Source: an optimization exercise on an open RTL-to-GDS flow (aim: small area). Production flows keep margins and buffers that such runs may drop. The RTL was checked by simulation tests, not by an equivalence proof against the original design. Power is estimated from default activity; no workload was simulated.

==> flow/design.v <==
package eu_reg_pkg;
  typedef logic [$clog2(4)-1:0] core_idx_t;
  typedef enum logic [3:0] {
    EVT_MASK          = 4'd0,
    EVT_MASK_AND      = 4'd1,
    EVT_MASK_OR       = 4'd2,
    IRQ_MASK          = 4'd3,
    IRQ_MASK_AND      = 4'd4,
    IRQ_MASK_OR       = 4'd5,
    CLOCK_STATUS      = 4'd6,
    BUFFER            = 4'd7,
    BUFFER_MASKED     = 4'd8,
    BUFFER_IRQ_MASKED = 4'd9,
    BUFFER_CLEAR      = 4'd10,
    SW_TRIGGER        = 4'd14
  } eu_reg_e;
  typedef struct packed {
    core_idx_t  core;
    eu_reg_e    reg_off;
    logic [1:0] byte_off;
  } eu_addr_t;
  localparam int unsigned SW_TRIG_CORE_LSB = 16;
endpackage
package eu_core_pkg;
  typedef logic [32-1:0] event_vec_t;
  typedef logic [$clog2(32)-1:0] irq_id_t;
  typedef enum logic {
    ACTIVE = 1'b0,
    SLEEP  = 1'b1
  } sleep_state_e;
endpackage
`timescale 1ns/10ps
module eu_bus_decoder
(
  input  logic                           req_i,
  input  logic                           we_i,
  input  eu_reg_pkg::eu_addr_t                       addr_i,
  input  eu_core_pkg::event_vec_t                     wdata_i,
  output logic       [4-1:0]  wr_en_o,
  output eu_reg_pkg::eu_reg_e                        wr_reg_o,
  output eu_core_pkg::event_vec_t                     wr_data_o,
  output eu_core_pkg::event_vec_t [4-1:0]  sw_set_o
);
  logic                    wr_access;
  logic                    is_trigger;
  logic [4-1:0] trig_field;
  logic [4-1:0] trig_cores;
  eu_core_pkg::event_vec_t              sw_vec;
  assign wr_access  = req_i & we_i;
  assign is_trigger = wr_access && (addr_i.reg_off == eu_reg_pkg::SW_TRIGGER);
  assign trig_field = wdata_i[eu_reg_pkg::SW_TRIG_CORE_LSB +: 4];
  always_comb begin
    sw_vec = '0;
    sw_vec[8-1:0] = wdata_i[8-1:0];
    if (trig_field == '0) begin
      trig_cores = '1;
    end else begin
      trig_cores = trig_field;
    end
  end
  assign wr_reg_o  = addr_i.reg_off;
  assign wr_data_o = wdata_i;
  for (genvar c = 0; c < 4; c++) begin : g_slice_wr
    logic core_hit;
    assign core_hit = (addr_i.core == eu_reg_pkg::core_idx_t'(c));
    assign wr_en_o[c]  = wr_access & ~is_trigger & core_hit;
    assign sw_set_o[c] = (is_trigger && trig_cores[c]) ? sw_vec : '0;
  end
endmodule
`timescale 1ns/10ps
module eu_core_slice
(
  input  logic         clk_i,
  input  logic         rst_ni,
  input  logic         wr_en_i,
  input  eu_reg_pkg::eu_reg_e      wr_reg_i,
  input  eu_core_pkg::event_vec_t   wr_data_i,
  input  eu_core_pkg::event_vec_t   sw_set_i,
  output eu_core_pkg::event_vec_t   evt_mask_o,
  output eu_core_pkg::event_vec_t   irq_mask_o,
  output eu_core_pkg::event_vec_t   buffer_o,
  input  eu_core_pkg::event_vec_t   event_lines_i,
  input  logic         irq_ack_i,
  input  eu_core_pkg::irq_id_t      irq_ack_id_i,
  input  logic         wait_req_i,
  input  logic         wait_clear_i,
  output logic         irq_req_o,
  output eu_core_pkg::irq_id_t      irq_id_o,
  output logic         wake_o,
  output logic         clock_en_o
);
  eu_core_pkg::event_vec_t   evt_mask_q, evt_mask_d;
  eu_core_pkg::event_vec_t   irq_mask_q, irq_mask_d;
  eu_core_pkg::event_vec_t   buffer_q, buffer_d;
  logic         irq_req_q;
  eu_core_pkg::sleep_state_e state_q, state_d;
  eu_core_pkg::event_vec_t   evt_masked, irq_masked;
  eu_core_pkg::event_vec_t   wr_clr, ack_clr, wake_clr;
  logic         evt_pending, irq_pending;
  assign evt_masked  = buffer_q & evt_mask_q;
  assign irq_masked  = buffer_q & irq_mask_q;
  assign evt_pending = |evt_masked;
  assign irq_pending = |irq_masked;
  always_comb begin
    evt_mask_d = evt_mask_q;
    irq_mask_d = irq_mask_q;
    wr_clr     = '0;
    if (wr_en_i) begin
      case (wr_reg_i)
        eu_reg_pkg::EVT_MASK:     evt_mask_d = wr_data_i;
        eu_reg_pkg::EVT_MASK_AND: evt_mask_d = evt_mask_q & ~wr_data_i;
        eu_reg_pkg::EVT_MASK_OR:  evt_mask_d = evt_mask_q | wr_data_i;
        eu_reg_pkg::IRQ_MASK:     irq_mask_d = wr_data_i;
        eu_reg_pkg::IRQ_MASK_AND: irq_mask_d = irq_mask_q & ~wr_data_i;
        eu_reg_pkg::IRQ_MASK_OR:  irq_mask_d = irq_mask_q | wr_data_i;
        eu_reg_pkg::BUFFER_CLEAR: wr_clr     = wr_data_i;
        default: ;
      endcase
    end
  end
  assign wake_o   = wait_req_i & evt_pending;
  assign wake_clr = (wake_o && wait_clear_i) ? evt_masked : '0;
  assign ack_clr  = irq_ack_i ? (eu_core_pkg::event_vec_t'(1) << irq_ack_id_i) : '0;
  assign buffer_d = (buffer_q & ~(wr_clr | ack_clr | wake_clr))
                  | event_lines_i | sw_set_i;
  always_comb begin
    irq_id_o = '0;
    for (int i = 0; i < 32; i++) begin
      if (irq_masked[i]) begin
        irq_id_o = eu_core_pkg::irq_id_t'(i);
      end
    end
  end
  always_comb begin
    state_d = state_q;
    case (state_q)
      eu_core_pkg::ACTIVE: begin
        if (wait_req_i && !evt_pending && !irq_pending) begin
          state_d = eu_core_pkg::SLEEP;
        end
      end
      eu_core_pkg::SLEEP: begin
        if (evt_pending || irq_pending) begin
          state_d = eu_core_pkg::ACTIVE;
        end
      end
      default: state_d = eu_core_pkg::ACTIVE;
    endcase
  end
  always_ff @(posedge clk_i, negedge rst_ni) begin
    if (!rst_ni) begin
      evt_mask_q <= '0;
      irq_mask_q <= '0;
      buffer_q   <= '0;
      irq_req_q  <= 1'b0;
      state_q    <= eu_core_pkg::ACTIVE;
    end else begin
      evt_mask_q <= evt_mask_d;
      irq_mask_q <= irq_mask_d;
      buffer_q   <= buffer_d;
      irq_req_q  <= irq_pending;
      state_q    <= state_d;
    end
  end
  assign irq_req_o  = irq_req_q;
  assign clock_en_o = (state_q == eu_core_pkg::ACTIVE);
  assign evt_mask_o = evt_mask_q;
  assign irq_mask_o = irq_mask_q;
  assign buffer_o   = buffer_q;
endmodule
`timescale 1ns/10ps
module eu_read_mux
(
  input  logic       clk_i,
  input  logic       rst_ni,
  input  logic       req_i,
  input  logic       we_i,
  input  eu_reg_pkg::eu_addr_t   addr_i,
  input  eu_core_pkg::event_vec_t [4-1:0] evt_mask_i,
  input  eu_core_pkg::event_vec_t [4-1:0] irq_mask_i,
  input  eu_core_pkg::event_vec_t [4-1:0] buffer_i,
  input  logic       [4-1:0] clock_en_i,
  output logic       rvalid_o,
  output eu_core_pkg::event_vec_t rdata_o
);
  logic       rd_req;
  eu_core_pkg::event_vec_t rd_data;
  logic       rvalid_q;
  eu_core_pkg::event_vec_t rdata_q;
  assign rd_req = req_i & ~we_i;
  always_comb begin
    rd_data = '0;
    case (addr_i.reg_off)
      eu_reg_pkg::EVT_MASK:          rd_data = evt_mask_i[addr_i.core];
      eu_reg_pkg::IRQ_MASK:          rd_data = irq_mask_i[addr_i.core];
      eu_reg_pkg::CLOCK_STATUS:      rd_data[0] = clock_en_i[addr_i.core];
      eu_reg_pkg::BUFFER:            rd_data = buffer_i[addr_i.core];
      eu_reg_pkg::BUFFER_MASKED:     rd_data = buffer_i[addr_i.core] & evt_mask_i[addr_i.core];
      eu_reg_pkg::BUFFER_IRQ_MASKED: rd_data = buffer_i[addr_i.core] & irq_mask_i[addr_i.core];
      default: ;
    endcase
  end
  always_ff @(posedge clk_i, negedge rst_ni) begin
    if (!rst_ni) begin
      rvalid_q <= 1'b0;
      rdata_q  <= '0;
    end else begin
      rvalid_q <= rd_req;
      rdata_q  <= rd_req ? rd_data : '0;
    end
  end
  assign rvalid_o = rvalid_q;
  assign rdata_o  = rdata_q;
endmodule
`timescale 1ns/10ps
module event_unit
(
  input  logic                                      clk_i,
  input  logic                                      rst_ni,
  input  logic                                      req_i,
  input  logic                                      we_i,
  input  logic [7:0]                                addr_i,
  input  logic [32-1:0]                      wdata_i,
  output logic                                      gnt_o,
  output logic                                      rvalid_o,
  output logic [32-1:0]                      rdata_o,
  input  logic [4*32-1:0]         event_lines_i,
  input  logic [4-1:0]                   irq_ack_i,
  input  logic [4*$clog2(32)-1:0] irq_ack_id_i,
  input  logic [4-1:0]                   wait_req_i,
  input  logic [4-1:0]                   wait_clear_i,
  output logic [4-1:0]                   irq_req_o,
  output logic [4*$clog2(32)-1:0] irq_id_o,
  output logic [4-1:0]                   wake_o,
  output logic [4-1:0]                   clock_en_o
);
  localparam int unsigned IdW = $clog2(32);
  eu_reg_pkg::eu_addr_t                        addr;
  logic       [4-1:0]   wr_en;
  eu_reg_pkg::eu_reg_e                         wr_reg;
  eu_core_pkg::event_vec_t                      wr_data;
  eu_core_pkg::event_vec_t [4-1:0]   sw_set;
  eu_core_pkg::event_vec_t [4-1:0]   evt_mask;
  eu_core_pkg::event_vec_t [4-1:0]   irq_mask;
  eu_core_pkg::event_vec_t [4-1:0]   buffer;
  assign addr = eu_reg_pkg::eu_addr_t'(addr_i);
  assign gnt_o = req_i;
  eu_bus_decoder i_decoder (
    .req_i     (req_i),
    .we_i      (we_i),
    .addr_i    (addr),
    .wdata_i   (wdata_i),
    .wr_en_o   (wr_en),
    .wr_reg_o  (wr_reg),
    .wr_data_o (wr_data),
    .sw_set_o  (sw_set)
  );
  for (genvar c = 0; c < 4; c++) begin : g_core
    eu_core_slice i_slice (
      .clk_i         (clk_i),
      .rst_ni        (rst_ni),
      .wr_en_i       (wr_en[c]),
      .wr_reg_i      (wr_reg),
      .wr_data_i     (wr_data),
      .sw_set_i      (sw_set[c]),
      .evt_mask_o    (evt_mask[c]),
      .irq_mask_o    (irq_mask[c]),
      .buffer_o      (buffer[c]),
      .event_lines_i (event_lines_i[c*32 +: 32]),
      .irq_ack_i     (irq_ack_i[c]),
      .irq_ack_id_i  (irq_ack_id_i[c*IdW +: IdW]),
      .wait_req_i    (wait_req_i[c]),
      .wait_clear_i  (wait_clear_i[c]),
      .irq_req_o     (irq_req_o[c]),
      .irq_id_o      (irq_id_o[c*IdW +: IdW]),
      .wake_o        (wake_o[c]),
      .clock_en_o    (clock_en_o[c])
    );
  end
  eu_read_mux i_read_mux (
    .clk_i      (clk_i),
    .rst_ni     (rst_ni),
    .req_i      (req_i),
    .we_i       (we_i),
    .addr_i     (addr),
    .evt_mask_i (evt_mask),
    .irq_mask_i (irq_mask),
    .buffer_i   (buffer),
    .clock_en_i (clock_en_o),
    .rvalid_o   (rvalid_o),
    .rdata_o    (rdata_o)
  );
endmodule
==> flow/run.sh <==
#!/bin/bash
# synth_recipe.tcl (not shown) runs the flow's synth.tcl, then flattens the netlist and writes it again
# the make line also repeats each setting of config.mk as NAME=value (left out here)
make -C /OpenROAD-flow-scripts/flow DESIGN_CONFIG=/design/flow/config.mk WORK_HOME=/design/flow/orfs CLKGATE_MAP_FILE= SYNTH_SCRIPT=/design/flow/synth_recipe.tcl finish
==> flow/config.mk <==
export PLATFORM = sky130hd
export DESIGN_NAME = event_unit
export DESIGN_NICKNAME = event_unit
export VERILOG_FILES = /design/flow/design.v
export SDC_FILE = /design/flow/constraint.sdc
export NUM_CORES = 4
export LEC_CHECK = 0
export CAP_MARGIN = 20
export CORE_MARGIN = 2
export CORE_UTILIZATION = 40
export SLEW_MARGIN = 20
==> flow/constraint.sdc <==
create_clock -name core_clock -period 5.0 [get_ports {clk_i}]
set_input_delay 1.0000 -clock core_clock [delete_from_list [all_inputs] [get_ports {clk_i}]]
set_output_delay 1.0000 -clock core_clock [all_outputs]
set_load 0.01 [all_outputs]
==> impl_metrics.ini <==
[worst_setup_path]
rr_endpoint = g_core[0].i_slice.state_q
reg2reg_from = g_core[0].i_slice.buffer_q[27]
required_ps = 4000
path_class = reg2out
crit_path_start_kind = register
worstPathArrival_ps = 3890
endpoint_kind = output pin
rr_worst_depth = 5
crit_end = irq_id_o[7]
crit_path_start = g_core[1].i_slice.buffer_q[9]
reg2reg_slack_ps = 2060
crit_fanout = 5

[synth]
synth_seq_cells = 425
synth_cells = 2847
ys_types = 69
synth-adder-area-share_pct = 0
async_flop_share_pct = 100.0
yosysWarnings = 3
avgSynthCellArea_um2 = 9.139
synthMuxAreaShare_pct = 9.637
synth_top_family_by_area = compound AO/OA/AOI/OAI gates
synth-simple-area-share_pct = 15.32
synth_compound_area_share_pct = 29.12
syn-cell-area_um2 = 26020
synth_ff_type = dfrtp_1
synth_edf_count = 0
synth_nets = 3051
synth_seq_area_share_pct = 40.88
synth_xor_area_share_pct = 0

[sta]
hold_ws_ps = 394.0
slew_violations = 0
tightest_slew_ps = 1341
fin_skew_ps = 36.55
fin_tns_setup_ps = 0
slew_headroom_pct = 10.30
fmax_ghz = 0.2044
hold_violations = 0
fin_crit_ps = 4893
setup_viol = 0
rsz0062_at_grt = no
min_period_over_period_pct = 97.86

[global_routing]
grt_pass1_wl_mm = 220.3
grt_max_degree = 100
antenna_found_initial = 14
grt_pass1_vias = 26780
grt-ovfl-total = 0
grtUsageTotal_pct = 47.46

[detailed_routing]
dr.pass1.iters = 10
drt-total-wl_mm = 161.8
wl_per_cell_um = 41.46
drc = 0
drt_iter0_drc = 5291
via_per_inst = 7.327
vias = 28600
ant_nets = 0

[floorplanning]
die_h_um = 259.0
die_x_um = 259.0
rows = 93
io_pins = 270
core_area_um2 = 64350
die_area_um2 = 67100
start_util_pct = 40.43

[run]
max_cap_violations = 0

[placement]
io_buffers = 267
dp.cells = 3798
gp_congestion = 1.072
dpl_cell_area_um2 = 29450
hpwl_mm = 113.9

[final_layout]
final_layout_size_suffix_gt1_share_pct = 12.31
stdcell_count = 3903
final_nets = 3200
post-route-cell-area_um2 = 31280
syn2layout_area_growth_pct = 20.22

[outcome]
outcome = no timing/DRC/antenna violations

[clocking]
cts_buffer_depth = 3
htreeDepth = 2
cts_setup_buffers = 0
cts.sinks = 425
clk_pin_slew_ps = 60
hold_buffers = 0
post_cts_resize_count = 0
numCtsBuffers = 51
root_buffer = clkbuf_16
cts_tree = yes
clk_latency_ps = 640

[pwr]
vdd_drop_max_mv = 0.3092
p_total_mw = 12.23
power_leakage_nw = 12.13
power.density_nw_per_um2 = 391.1

[hold_path]
hp-class = in2async
-- worst max-delay path: stages, from the launching register on --
cell,delay [ps]
dfrtp_1,520
a22oi_1,340
nand3_1,290
o21ai_0,610
a21oi_1,250
o31ai_1,580
clkdlybuf4s50_1,670
-- worst min-delay path by stage --
stage	startpoint	end	slack [ps]	depth (start not counted)
2_1_floorplan	g_core[2].i_slice.irq_mask_q[0]	g_core[2].i_slice.irq_mask_q[0]	480	1
3_3_place_gp	g_core[1].i_slice.irq_mask_q[16]	g_core[1].i_slice.irq_mask_q[16]	500	1
3_5_place_dp	g_core[0].i_slice.irq_mask_q[16]	g_core[0].i_slice.irq_mask_q[16]	520	1
4_1_cts	rst_ni	g_core[3].i_slice.irq_mask_q[8]	480	1
5_1_grt	rst_ni	g_core[3].i_slice.irq_mask_q[8]	490	1
6_report	rst_ni	g_core[3].i_slice.irq_mask_q[8]	390	1
-- routing by layer --
layer / GRT usage (%) / part of all wire (%) / vias up
met3: 16.05 / 14 / 669
met2: 68.49 / 42 / 2625
met5: 0.5698 / 0.050 / -
met1: 59.60 / 36 / 14120
met4: 33.32 / 8.8 / 10
li1: - / - / 11170
-- flip-flops by register name, indices dropped and copies added, names as in the netlist --
| name | flops |
|---|---|
| g_core.i_slice.irq_req_q | 4 |
| g_core.i_slice.irq_mask_q | 128 |
| g_core.i_slice.evt_mask_q | 128 |
| g_core.i_slice.state_q | 4 |
| i_read_mux.rvalid_q | 1 |
| g_core.i_slice.buffer_q | 128 |
| i_read_mux.rdata_q | 32 |
-- cells by family (layout without fill, tap and decap cells) --
family,count (synthesis),in the layout
and+or+nand+nor,822,822
buffers and inverters,268,459
muxes,128,128
DFF,425,425
AOI/OAI and AO/OA,1204,1204
other,0,10
-- area by class of cell --
type	count	area, um2
fill	6057	33070
multi-input combinational	2154	14220
sequential	425	10640
timing repair buffer	350	3470
clock buffer	68	1430
tap	855	1070
clock inverter	27	371.6
inverter	14	52.55
antenna	10	25.02
-- synth_stat cells (17+ instances only) --
cell type    n  area [um2]
a22oi_1    138        1036
a31oi_1    109       681.9
nand4_1     28       175.2
dfrtp_1    425       10640
o22ai_1     31       193.9
a21oi_1    363        1817
and4b_1     30       300.3
a222oi_1    35       350.3
mux2i_1     21       210.2
nand2b_1    17       106.4
nand3_1     53       265.3
nand2_1    299        1122
and3_1      18       112.6
nor2_1     277        1040
a22o_1     120        1051
a21oi_2     29       254.0
mux4_2      97        2185
buf_2       81       405.4
o21ai_0    273        1366
o211ai_1    36       270.3
buf_4       25       187.7
clkbuf_1   129       484.2
-- metrics by stage --
stage	utilization, %	worst slack [ps]
after floorplan	-	2259
after CTS	48.57	385.6
final	48.61	107.1
after global placement	45.76	1098
after global routing	48.57	172.3
after detailed placement	45.77	1078
-- cell usage in the layout, fill, tap and decap left out, types with 35 or more instances in the layout --
master	instances
dfrtp_1	425
a21oi_1	363
nand2_1	299
o21ai_0	272
nor2_1	271
clkdlybuf4s50_1	263
a22oi_1	138
a22o_1	120
a31oi_1	109
mux4_2	97
buf_4	70
nand3_1	52
clkbuf_16	51
o211ai_1	36
a222oi_1	35
-- power by group --
part           switching, mW  total (mW)  internal (mW)
sequential             0.937        4.80           3.86
combinational           2.02        3.29           1.28
clock                   1.71        4.14           2.43

-- afterwards: timing with drivers on the ports --
How much do the figures lean on ideal ports? The routed layout below was timed once more, with nothing changed but the port constraints.
Step 1: set_driving_cell puts a clkbuf_16 on clk_i and a buf_2 on each other input, an assumption about the parent block.
Step 2 moves the port delays by t, midway between the first and last clock arrival at a register: inputs arrive t later, outputs are due t later. That takes back most of the time a late clock gives input paths.
Three values: ideal ports, drivers, drivers and shift; two values: the first two.
t, ns: 0.691
slack for setup (ns): 0.107 / 0.036 / 0.727
worst setup path after step 2: register to output
latest minus earliest clock arrival (ns): 0.037 / 0.037
worst register clock-pin slew, ns: 0.07 / 0.07
After both steps setup and hold are still met in this run. For this run, drivers alone change the setup slack by -0.071 ns; drivers and shift together by +0.620 ns.
